This design comes from an exercise in tuning for a short achievable clock period and few clock cycles on the open sky130 flow, not from production work.
The RTL was checked by simulation tests, not by an equivalence proof against the original design.
Power is estimated from default activity; no workload was simulated.

// serial_cpu_top
module serial_cpu_top (
    input  wire        clk,
    input  wire        rst_n,
    input  wire        start,
    input  wire [7:0]  i_datain,
    input  wire [7:0]  d_datain,
    output wire [8:0]  i_addr,
    output wire [8:0]  d_addr,
    output wire        d_we,
    output wire [7:0]  d_dataout,
    output wire [1:0]  run_status
);
For scale: roughly 420 flip-flops, about 48 I/O pins, ~24000 um2 of cells after synthesis.
==> flow/config.mk <==
export PLATFORM = sky130hd
export DESIGN_NAME = serial_cpu_top
export DESIGN_NICKNAME = serial_cpu_top
export VERILOG_FILES = /design/flow/design.v
export SDC_FILE = /design/flow/constraint.sdc
export NUM_CORES = 4
export LEC_CHECK = 0
export ABC_CLOCK_PERIOD_IN_PS = 2300
export CAP_MARGIN = 20
export CORE_MARGIN = 2
export CORE_UTILIZATION = 30
export CTS_BUF_LIST = sky130_fd_sc_hd__clkbuf_16
export SETUP_SLACK_MARGIN = 3.7
export SLEW_MARGIN = 20
==> flow/constraint.sdc <==
create_clock -name core_clock -period 6.0 [get_ports {clk}]
set_input_delay 1.2000 -clock core_clock [delete_from_list [all_inputs] [get_ports {clk}]]
set_output_delay 1.2000 -clock core_clock [all_outputs]
set_load 0.01 [all_outputs]
standard.sh (not shown) runs the stock make flow with config.mk's settings and CLKGATE_MAP_FILE= SYNTH_SCRIPT=/design/flow/synth_recipe.tcl, a recipe that flattens the netlist after the stock synthesis.
==> flow/flow/run.sh <==
#!/bin/bash
# The standard layout, with faster cells for the port buffers.
set -euo pipefail
export BUFFER_PORTS_ARGS="-buffer_cell sky130_fd_sc_hd__buf_4"
bash standard.sh > standard.log 2>&1
Testbench counts at the start, summed over its fixed seeds: cycles 102,654.
Next try:
--- a/flow/design.v
+++ b/flow/design.v
@@ -19,16 +19,14 @@
                      JUMP = 5'd16, JMPR = 5'd17, BZ   = 5'd18, BNZ   = 5'd19,
                      BN   = 5'd20, BNN  = 5'd21, BC   = 5'd22, BNC   = 5'd23;
     localparam [1:0] RUNNING = 2'b01, HALTED = 2'b00, MEM_END = 2'b11;
     reg  [1:0]  status;
     reg         fetching;    
     reg         ph;          
     reg         f2;          
-    reg         hzq;         
-    reg  [7:0]  pcb;         
     reg         drain;       
     reg  [7:0]  pc;
     reg  [7:0]  lo;          
     reg  [15:0] gr [0:7];
     reg         zf_q, nf_q, cf_q;    
     reg         znp;         
     reg         cp;          
@@ -144,59 +142,54 @@
             BN:         taken = nf;
             BNN:        taken = ~nf;
             BC:         taken = cf;
             BNC:        taken = ~cf;
             default:    taken = 1'b0;
         endcase
     end
-    wire [2:0] r2f = i_datain[6:4];
-    wire [2:0] r3f = i_datain[2:0];
-    wire [7:0] r1oh, r2foh, r3foh;
+    wire [7:0] r1oh, r2oh, r3oh;
+    wire [7:0] asum [0:7];       
     genvar gi;
     generate
         for (gi = 0; gi < 8; gi = gi + 1) begin : g_rd
-            assign r1oh[gi]  = (r1 == gi);
-            assign r2foh[gi] = (r2f == gi);
-            assign r3foh[gi] = (r3f == gi);
+            assign r1oh[gi] = (r1 == gi);
+            assign r2oh[gi] = (r2 == gi);
+            assign r3oh[gi] = (r3 == gi);
+            assign asum[gi] = ks8(gr[gi][7:0], {4'd0, lo[3:0]});
         end
     endgenerate
-    reg [15:0] g1, p2, p3;
-    reg [7:0]  t1;
+    wire [7:0] afwd = ks8(res_q[7:0], {4'd0, lo[3:0]});
+    reg [15:0] g1, g2, g3;
+    reg [7:0]  t1, a2;
     integer k;
     always @(*) begin
-        g1 = 16'd0; p2 = 16'd0; p3 = 16'd0; t1 = 8'd0;
+        g1 = 16'd0; g2 = 16'd0; g3 = 16'd0; t1 = 8'd0; a2 = 8'd0;
         for (k = 0; k < 8; k = k + 1) begin
             g1 = g1 | ({16{r1oh[k]}} & gr[k]);
+            g2 = g2 | ({16{r2oh[k]}} & gr[k]);
+            g3 = g3 | ({16{r3oh[k]}} & gr[k]);
             t1 = t1 | ({8{r1oh[k]}} & tpre[k]);
-            p2 = p2 | ({16{r2foh[k]}} & {gr[k][15:8], m1sel[k] ? d_datain : gr[k][7:0]});
-            p3 = p3 | ({16{r3foh[k]}} & {gr[k][15:8], m1sel[k] ? d_datain : gr[k][7:0]});
+            a2 = a2 | ({8{r2oh[k] & ~wbsel[k]}} & asum[k]);
         end
     end
-    reg  [15:0] pre2, pre3;
-    reg         wb2, wb3, ld2, ld3;
-    wire [7:0]  wbnext = {8{ex_we}} & (8'd1 << rd);
-    always @(posedge clk) begin
-        pre2 <= p2;
-        pre3 <= p3;
-        wb2  <= |(r2foh & wbnext);
-        wb3  <= |(r3foh & wbnext);
-        ld2  <= |(r2foh & m1sel);
-        ld3  <= |(r3foh & m1sel);
-    end
     wire wb1 = |(r1oh & wbsel);
+    wire wb2 = |(r2oh & wbsel);
+    wire wb3 = |(r3oh & wbsel);
     wire ld1 = |(r1oh & m2sel);
+    wire ld2 = |(r2oh & m2sel);
+    wire ld3 = |(r3oh & m2sel);
     wire [15:0] ra1 = wb1 ? res_q : {ld1 ? d_datain : g1[15:8], g1[7:0]};
-    wire [15:0] ra2 = wb2 ? res_q : {ld2 ? d_datain : pre2[15:8], pre2[7:0]};
-    wire [15:0] rb3 = wb3 ? res_q : {ld3 ? d_datain : pre3[15:8], pre3[7:0]};
+    wire [15:0] ra2 = wb2 ? res_q : {ld2 ? d_datain : g2[15:8], g2[7:0]};
+    wire [15:0] rb3 = wb3 ? res_q : {ld3 ? d_datain : g3[15:8], g3[7:0]};
     wire [7:0]  tsel = t1;
     wire hz1 = |(r1oh & ((wbsel & {8{~wbset}}) | m2sel));
     wire is_br = (op == JMPR) || (op == BZ) || (op == BNZ) || (op == BN) ||
                  (op == BNN) || (op == BC) || (op == BNC);
     wire hazard = is_br & hz1;
-    wire [7:0]  asel = ks8(wb2 ? res_q[7:0] : pre2[7:0], {4'd0, lo[3:0]});
+    wire [7:0]  asel = a2 | ({8{wb2}} & afwd);
     wire [7:0] target = (op == JUMP) ? lo : tsel;
     wire use_r1  = (op == LDIH) || (op == ADDI) || (op == SUBI);
     wire is_sub  = (op == SUB) || (op == SUBI) || (op == CMP);
     wire b_reg   = (op == ADD) || (op == SUB) || (op == CMP) ||
                    (op == AND) || (op == OR)  || (op == XOR);
     wire is_mem  = (op == LOAD) || (op == STORE);
     reg [15:0] b_sel;
@@ -221,20 +214,18 @@
     always @(posedge clk or negedge rst_n) begin
         if (!rst_n) begin
             status   <= HALTED;
             idle     <= 1'b1;
             fetching <= 1'b0;
             ph       <= 1'b0;
             f2       <= 1'b0;
-            hzq      <= 1'b0;
             drain    <= 1'b0;
         end else begin
-            ph  <= fetching & ~ph & ~hzq;
-            f2  <= fetching & ~f2 & ~hzq;
-            hzq <= f2 & hazard & ~at_last;
+            ph <= fetching & ~ph;
+            f2 <= fetching & ~f2;
             if (f2) begin
                 if (op == HALT) begin
                     status   <= HALTED;
                     idle     <= 1'b1;
                     fetching <= 1'b0;
                 end else if (at_last) begin
                     fetching <= 1'b0;
@@ -257,19 +248,16 @@
                 fetching <= 1'b1;
             end
         end
     end
     always @(posedge clk) begin
         if (idle)
             pc <= 8'd0;
-        else if (hzq)
-            pc <= pcb;
-        else if (f2)
+        else if (f2 && !hazard)
             pc <= pcn;
-        pcb     <= pc;
         pc_inc  <= pc + 8'd1;
         at_last <= (pc == 8'd255);
     end
     always @(posedge clk)
         lo <= i_datain;
     always @(posedge clk or negedge rst_n) begin
         if (!rst_n) begin
After rerunning: Clock power is lower by about 7%; critical path depth decreases by 1; design area is higher by 13%; flip-flop and latch count decreases by 45; final cell count is higher by 14%; sequential power went up by about 3%; setup slack got worse by 0.013 ns; via count grows by 17%; non-clock buffer count rises by 108; die area rises by 9.4%; wire length rose by 19%; fmax decreases by 0.50%; register-to-register slack is about the same; first-iteration DRC count increases by 40%.
Testbench counts after the change, summed over its fixed seeds: cycles 102,654.

========
violet:
Another version of the RTL of serial_cpu_top (not shown whole).
Size: about 370 flip-flops, ~48 I/O pins, roughly 26000 sq um of cells after synthesis.
clock: 6.0 ns
lec_check: 0
abc_clock_period_in_ps: 2300
cap_margin: 20
core_margin: 2
core_utilization: 30
cts_buf_list: sky130_fd_sc_hd__clkbuf_16
setup_slack_margin: 3.7
slew_margin: 20
Scripts as last shown in full above: flow/flow/run.sh
Testbench counts of violet, summed over its fixed seeds: cycles 102,654.
> inputs changed (violet -> sierra)
--- a/flow/design.v
+++ b/flow/design.v
@@ -142,54 +142,59 @@
             BN:         taken = nf;
             BNN:        taken = ~nf;
             BC:         taken = cf;
             BNC:        taken = ~cf;
             default:    taken = 1'b0;
         endcase
     end
-    wire [7:0] r1oh, r2oh, r3oh;
-    wire [7:0] asum [0:7];       
+    wire [2:0] r2f = i_datain[6:4];
+    wire [2:0] r3f = i_datain[2:0];
+    wire [7:0] r1oh, r2foh, r3foh;
     genvar gi;
     generate
         for (gi = 0; gi < 8; gi = gi + 1) begin : g_rd
-            assign r1oh[gi] = (r1 == gi);
-            assign r2oh[gi] = (r2 == gi);
-            assign r3oh[gi] = (r3 == gi);
-            assign asum[gi] = ks8(gr[gi][7:0], {4'd0, lo[3:0]});
+            assign r1oh[gi]  = (r1 == gi);
+            assign r2foh[gi] = (r2f == gi);
+            assign r3foh[gi] = (r3f == gi);
         end
     endgenerate
-    wire [7:0] afwd = ks8(res_q[7:0], {4'd0, lo[3:0]});
-    reg [15:0] g1, g2, g3;
-    reg [7:0]  t1, a2;
+    reg [15:0] g1, p2, p3;
+    reg [7:0]  t1;
     integer k;
     always @(*) begin
-        g1 = 16'd0; g2 = 16'd0; g3 = 16'd0; t1 = 8'd0; a2 = 8'd0;
+        g1 = 16'd0; p2 = 16'd0; p3 = 16'd0; t1 = 8'd0;
         for (k = 0; k < 8; k = k + 1) begin
             g1 = g1 | ({16{r1oh[k]}} & gr[k]);
-            g2 = g2 | ({16{r2oh[k]}} & gr[k]);
-            g3 = g3 | ({16{r3oh[k]}} & gr[k]);
             t1 = t1 | ({8{r1oh[k]}} & tpre[k]);
-            a2 = a2 | ({8{r2oh[k] & ~wbsel[k]}} & asum[k]);
+            p2 = p2 | ({16{r2foh[k]}} & {gr[k][15:8], m1sel[k] ? d_datain : gr[k][7:0]});
+            p3 = p3 | ({16{r3foh[k]}} & {gr[k][15:8], m1sel[k] ? d_datain : gr[k][7:0]});
         end
     end
+    reg  [15:0] pre2, pre3;
+    reg         wb2, wb3, ld2, ld3;
+    wire [7:0]  wbnext = {8{ex_we}} & (8'd1 << rd);
+    always @(posedge clk) begin
+        pre2 <= p2;
+        pre3 <= p3;
+        wb2  <= |(r2foh & wbnext);
+        wb3  <= |(r3foh & wbnext);
+        ld2  <= |(r2foh & m1sel);
+        ld3  <= |(r3foh & m1sel);
+    end
     wire wb1 = |(r1oh & wbsel);
-    wire wb2 = |(r2oh & wbsel);
-    wire wb3 = |(r3oh & wbsel);
     wire ld1 = |(r1oh & m2sel);
-    wire ld2 = |(r2oh & m2sel);
-    wire ld3 = |(r3oh & m2sel);
     wire [15:0] ra1 = wb1 ? res_q : {ld1 ? d_datain : g1[15:8], g1[7:0]};
-    wire [15:0] ra2 = wb2 ? res_q : {ld2 ? d_datain : g2[15:8], g2[7:0]};
-    wire [15:0] rb3 = wb3 ? res_q : {ld3 ? d_datain : g3[15:8], g3[7:0]};
+    wire [15:0] ra2 = wb2 ? res_q : {ld2 ? d_datain : pre2[15:8], pre2[7:0]};
+    wire [15:0] rb3 = wb3 ? res_q : {ld3 ? d_datain : pre3[15:8], pre3[7:0]};
     wire [7:0]  tsel = t1;
     wire hz1 = |(r1oh & ((wbsel & {8{~wbset}}) | m2sel));
     wire is_br = (op == JMPR) || (op == BZ) || (op == BNZ) || (op == BN) ||
                  (op == BNN) || (op == BC) || (op == BNC);
     wire hazard = is_br & hz1;
-    wire [7:0]  asel = a2 | ({8{wb2}} & afwd);
+    wire [7:0]  asel = ks8(wb2 ? res_q[7:0] : pre2[7:0], {4'd0, lo[3:0]});
     wire [7:0] target = (op == JUMP) ? lo : tsel;
     wire use_r1  = (op == LDIH) || (op == ADDI) || (op == SUBI);
     wire is_sub  = (op == SUB) || (op == SUBI) || (op == CMP);
     wire b_reg   = (op == ADD) || (op == SUB) || (op == CMP) ||
                    (op == AND) || (op == OR)  || (op == XOR);
     wire is_mem  = (op == LOAD) || (op == STORE);
     reg [15:0] b_sel;
@@ -323,19 +328,18 @@
         cx0_q <= s_add & (sh0[8] ^ cin);
         cx1_q <= s_add & (sh1[8] ^ cin);
         zlo_q <= s_add ? zsum8(opa[7:0], opb[7:0], cin) : (oth[7:0] == 8'd0);
         zh0_q <= s_add ? zsum8(opa[15:8], opb[15:8], 1'b0) : (oth[15:8] == 8'd0);
         zh1_q <= s_add ? zsum8(opa[15:8], opb[15:8], 1'b1) : (oth[15:8] == 8'd0);
         setfw <= {8{f2 && (op == SET)}} & r1oh;
     end
-    wire [7:0] tset = ks8(opb[7:0], i_datain);
     generate
         for (gi = 0; gi < 8; gi = gi + 1) begin : g_tpre
             always @(posedge clk)
-                tpre[gi] <= setfw[gi] ? tset : ks8(gr[gi][7:0], i_datain);
+                tpre[gi] <= ks8(setfw[gi] ? opb[7:0] : gr[gi][7:0], i_datain);
         end
     endgenerate
     always @(posedge clk or negedge rst_n) begin
         if (!rst_n) begin
             zf_q <= 1'b0;
             nf_q <= 1'b0;
             cf_q <= 1'b0;
### Flow results
In sierra the fraction of layout cells with a size suffix above 1 turned out 1.8 points lower than in violet.
Per the comparison of sierra with violet, transition time at the pin with the least slew margin now smaller, total CTS buffers now larger.
sierra — number of tap cells inserted 105 lower, violet as reference
Compared to violet, the router laid down less metal wire for sierra.
Adder and majority gate portion of the synthesized area, violet and sierra: larger value in violet
Compared sierra vs violet, and first-pass GRT wire length is down in sierra.
Between violet and sierra, the final area is higher for violet.
Internal power: sierra < violet
From violet to sierra the numbers moved as follows: clock buffer count now sits higher, die area lower.
Between violet and sierra, flip-flop and latch count increased.
In the flow results for violet and sierra, the routed wire length per instance is smaller on sierra.
Testbench counts of sierra, summed over its fixed seeds: cycles 102,654.

-- port drivers added, routing unchanged --
Ports are ideal in the flow. The routed layouts listed here were re-timed in OpenROAD. Step 1, drivers: a clkbuf_16 drives clk and a buf_2 each remaining input, both assumed. Step 2 adds t to the input delays and takes it off the output delays; t is the mean of the earliest and latest rising clock arrival at the registers after step 1. Input paths then give back, and output paths get back, about the clock's delay inside the block. a / b / c = ideal / step 1 / step 2; a / b = the first two.
| run | shift t [ns] | setup WS [ns] | latest minus earliest clock arrival (ns) |
|---|---|---|---|
| the first run of note 1 | 0.657 | 3.417 / 3.267 / 2.610 | 0.037 / 0.037 |
| the second run of note 1 | 0.649 | 3.404 / 3.250 / 2.601 | 0.031 / 0.030 |
| violet | 0.649 | 3.341 / 3.077 / 2.429 | 0.017 / 0.017 |
| sierra | 0.657 | 3.414 / 3.181 / 2.523 | 0.043 / 0.043 |
After both steps every run listed still meets setup and hold. The setup slack of violet, which loses most, moves by -0.264 ns with the drivers and by -0.912 ns with both steps.
